From an optimization exercise on the open Yosys and OpenROAD flow, aimed at small area, a short achievable clock period and few clock cycles per item; shortcuts taken in it are not production practice.
Only simulation tests tie the RTL to the original design; equivalence was not proved.

Setup of build 15:
==> flow/design.v (excerpt) <==
module rational_polyphase_resampler_unit #(
	parameter int UP_FACTOR   = rpr_pkg::DEF_UP_FACTOR,
	parameter int DOWN_FACTOR = rpr_pkg::DEF_DOWN_FACTOR,
	parameter int TAPS        = rpr_pkg::DEF_TAPS,
	parameter int COEF_BITS   = rpr_pkg::DEF_COEF_BITS
) (
	input  wire logic                                 clk,
	input  wire logic                                 arst_n,
	input  wire logic                                 in_valid,
	output logic                                      in_ready,
	input  wire logic signed [rpr_pkg::SAMPLE_W-1:0]  left_in,
	input  wire logic signed [rpr_pkg::SAMPLE_W-1:0]  right_in,
	output logic                                      out_valid,
	input  wire logic                                 out_ready,
	output logic signed [rpr_pkg::SAMPLE_W-1:0]       left_out,
	output logic signed [rpr_pkg::SAMPLE_W-1:0]       right_out
);
	localparam int SW     = rpr_pkg::SAMPLE_W;
	localparam int CW     = 16;           
	localparam int BW     = 24;           
	localparam int ACC_W  = 33;
	localparam int FRAC_W = COEF_BITS - 1;
	localparam int HI_W   = ACC_W - FRAC_W;
	function automatic logic signed [15:0] rom_a(input logic [8:0] a);
		case (a)
			9'd0: rom_a = -16'sd253;
			9'd1: rom_a = -16'sd250;
			9'd2: rom_a = -16'sd247;
			9'd3: rom_a = -16'sd245;
			9'd4: rom_a = -16'sd242;
			9'd5: rom_a = -16'sd239;
			9'd6: rom_a = -16'sd237;
			9'd7: rom_a = -16'sd234;
			9'd8: rom_a = -16'sd231;
			9'd9: rom_a = -16'sd229;
			9'd10: rom_a = -16'sd226;
			9'd11: rom_a = -16'sd224;
			9'd12: rom_a = -16'sd221;
			9'd13: rom_a = -16'sd219;
			9'd14: rom_a = -16'sd216;
			9'd15: rom_a = -16'sd214;
			9'd16: rom_a = -16'sd211;
			9'd17: rom_a = -16'sd209;
			9'd18: rom_a = -16'sd206;
			9'd19: rom_a = -16'sd204;
			9'd20: rom_a = -16'sd201;
			9'd21: rom_a = -16'sd199;
			9'd22: rom_a = -16'sd196;
			9'd23: rom_a = -16'sd194;
			9'd24: rom_a = -16'sd191;
			9'd25: rom_a = -16'sd188;
			9'd26: rom_a = -16'sd186;
			9'd27: rom_a = -16'sd183;
			9'd28: rom_a = -16'sd180;
			9'd29: rom_a = -16'sd178;
			9'd30: rom_a = -16'sd175;
			9'd31: rom_a = -16'sd172;
			9'd32: rom_a = -16'sd169;
			9'd33: rom_a = -16'sd167;
			9'd34: rom_a = -16'sd164;
			9'd35: rom_a = -16'sd161;
			9'd36: rom_a = -16'sd158;
  ...
Size: ~6400 cells after synthesis, about 0.065 mm2 of cells after synthesis.
export LEC_CHECK = 0
export CAP_MARGIN = 20
export CORE_MARGIN = 2
export CORE_UTILIZATION = 40
export SLEW_MARGIN = 20
export SYNTH_MEMORY_MAX_BITS = 65536
create_clock -name core_clock -period 10.0 [get_ports {clk}]
standard.sh (not shown) runs the stock make flow with config.mk's settings and CLKGATE_MAP_FILE= SYNTH_SCRIPT=/design/flow/synth_recipe.tcl, a recipe that flattens the netlist after the stock synthesis.
==> flow/flow/run.sh <==
#!/bin/bash
# Standard layout, with one extra step between synthesis and floorplan:
# flow/polfix.py removes inverters between full adders (and xor gates) of the
# synthesized netlist by reassigning their output polarity (a full adder is
# self-dual; an xor absorbs input inversions as xor<->xnor). Registers and the
# function at every register and port are unchanged.
set -euo pipefail
R=orfs/results/${FLOW_PLATFORM}/rational_polyphase_resampler_unit/base
bash standard.sh synth > synth.log 2>&1
cp $R/1_2_yosys.v 1_2_yosys.orig.v
python3 flow/polfix.py 1_2_yosys.orig.v $R/1_2_yosys.v > polfix.log 2>&1
rm -f $R/1_synth.odb $R/1_synth.sdc
bash standard.sh > layout.log 2>&1
Other scripts of this flow, unchanged in this note and not shown: flow/flow/polfix.py
Testbench counts of build 15, summed over its fixed seeds: cycles 16,000, frames 16,000.
## Diff of input files: build 32 against build 15
--- a/flow/flow/run.sh
+++ b/flow/flow/run.sh
@@ -6 +6,2 @@
-# function at every register and port are unchanged.
+# function at every register and port are unchanged. Timing repair aims
+# at a setup slack of 6 ns on the 10 ns clock.
@@ -13 +14 @@
-bash standard.sh > layout.log 2>&1
+bash standard.sh SETUP_SLACK_MARGIN=6 finish > layout.log 2>&1
--- outcome ---
- Later-pin clock latency in the skew report: build 15 vs build 32 — no meaningful difference
- Side by side, count of non-CTS buffers in the layout turned out higher in build 32 than in build 15.
- In the flow results for build 15 and build 32, the global-route wire length before repair is smaller on build 15.
- Delta (build 32 minus build 15): via count went up, sequential share of layout area went down.
- Build 32 packs its core tighter than build 15.
- Final instance area came out higher on build 32 than on build 15.
Here is what was changed in the inputs of build 92 compared with build 32.
Settings: CORE_UTILIZATION now 50, was 40; SETUP_SLACK_MARGIN now 5, previously not set.
--- a/flow/flow/run.sh
+++ b/flow/flow/run.sh
@@ -6,2 +6 @@
-# function at every register and port are unchanged. Timing repair aims
-# at a setup slack of 6 ns on the 10 ns clock.
+# function at every register and port are unchanged.
@@ -14 +13 @@
-bash standard.sh SETUP_SLACK_MARGIN=6 finish > layout.log 2>&1
+bash standard.sh > layout.log 2>&1
Findings:
Build 92: full flow OK, the timing, design-rule and antenna checks passed
When build 92 is set beside build 32, its post-route standard cell area excluding fillers turns out to be about 14% smaller.
Delta (build 92 minus build 32): filler-free cell count of the finished design has decreased, critical path depth in cells now sits lower, tap cell count decreased by 20% relative to the old numbers.
Input changes introduced in build 6 (baseline for comparison: build 92):
Settings: clearing SETUP_SLACK_MARGIN, which used to be 5.
--- a/flow/flow/run.sh
+++ b/flow/flow/run.sh
@@ -6 +6,2 @@
-# function at every register and port are unchanged.
+# function at every register and port are unchanged. Timing repair aims
+# at a setup slack of 5.5 ns on the 10 ns clock.
@@ -13 +14 @@
-bash standard.sh > layout.log 2>&1
+bash standard.sh SETUP_SLACK_MARGIN=5.5 finish > layout.log 2>&1
### Flow results
Max cell count across build 92 and build 6: build 6. Build 92 has lower number of gates given a new drive strength after cts than build 6. Of build 92 and build 6, the run reporting the lower final critical path time including I/O delays and setup was build 6. Relative to build 92, area growth from synthesis to layout has increased by 2.3 points in build 6. Maximum fanout along the worst path: build 6 vs build 92 up 77. Build 6 against build 92: setup slack after placement saw a decrease; sequential cell count shows no meaningful change; core utilization went up 1.1 points; worst setup slack increased by 490 ps relative to the old numbers.
Inputs modified between build 6 and build 47:
Settings: swapping 50 for 40 in CORE_UTILIZATION; putting SETUP_SLACK_MARGIN at 5 where nothing was set.
--- a/flow/flow/run.sh
+++ b/flow/flow/run.sh
@@ -6,2 +6 @@
-# function at every register and port are unchanged. Timing repair aims
-# at a setup slack of 5.5 ns on the 10 ns clock.
+# function at every register and port are unchanged.
@@ -14 +13 @@
-bash standard.sh SETUP_SLACK_MARGIN=5.5 finish > layout.log 2>&1
+bash standard.sh > layout.log 2>&1
--- outcome ---
Build 47: full flow OK, the timing, design-rule and antenna checks passed. No stage failed in build 6, and the final checks on the layout all came back clean. Build 47 reports a lower global-route usage than build 6 does. Taking build 6 as the reference, in build 47 first-pass GRT wire length now sits higher, count of clock buffers in the final design climbed 8, shortest period the worst path allows shows an increase of 560 ps. When build 47 is set beside build 6, its design area turns out to be 830 um2 smaller. Across both runs, number of cells in the design after placement was higher for build 47 than for build 6. Comparing build 47 and build 6, non-clock buffer count is lower on build 47. Build 47 and build 6 ended up with roughly the same clock buffer and inverter area fraction after layout. Build 6 → build 47: detailed-route via count -815; sum of met2 wire segment lengths after detailed routing rose about 11%.
Changes in build 45 relative to build 47:
Settings: CORE_UTILIZATION now 55, was 40; SETUP_SLACK_MARGIN no longer set, was 5.
==> comparison <==
Between build 45 and build 47, it is build 45 whose critical path's largest stage delay is higher, by 110 ps. Looking at peak clock frequency supported by timing, build 45 sits about 10% below build 47.

==> port drivers added, routing unchanged <==
The flow's constraints put no driver on any port. The routed layouts listed below were extracted and timed again, unchanged, in two steps. Step 1 sets driving cells, clkbuf_16 on the clock port and buf_2 on the other inputs (assumed; they add their load-dependent delay and slew). Step 2, shift: input delay + t, output delay - t, t = (earliest + latest rising clock arrival at the registers) / 2. This alone moves slack from input paths to output paths. Three values: ideal, step 1, step 2; two values: the first two.
run	t, ns	setup WS [ns]	clock arrival spread, ns	worst slew at a driven data input, ns	cell pins on the clock port's net
build 15	0.797	3.768 / 3.768 / 3.768	0.072 / 0.073	0.07	1
build 32	0.781	5.833 / 5.833 / 5.711	0.074 / 0.074	0.05	1
build 92	0.776	4.858 / 4.858 / 4.858	0.096 / 0.096	0.04	1
build 6	0.776	5.344 / 5.344 / 5.221	0.041 / 0.041	0.04	1
build 47	0.775	4.783 / 4.783 / 4.783	0.086 / 0.086	0.07	1
build 45	0.766	4.185 / 4.185 / 4.185	0.045 / 0.045	0.05	1
After both steps setup and hold are still met in every run listed. The setup slack of build 6, which loses most, moves by 0.000 ns with the drivers and by -0.123 ns with both steps.
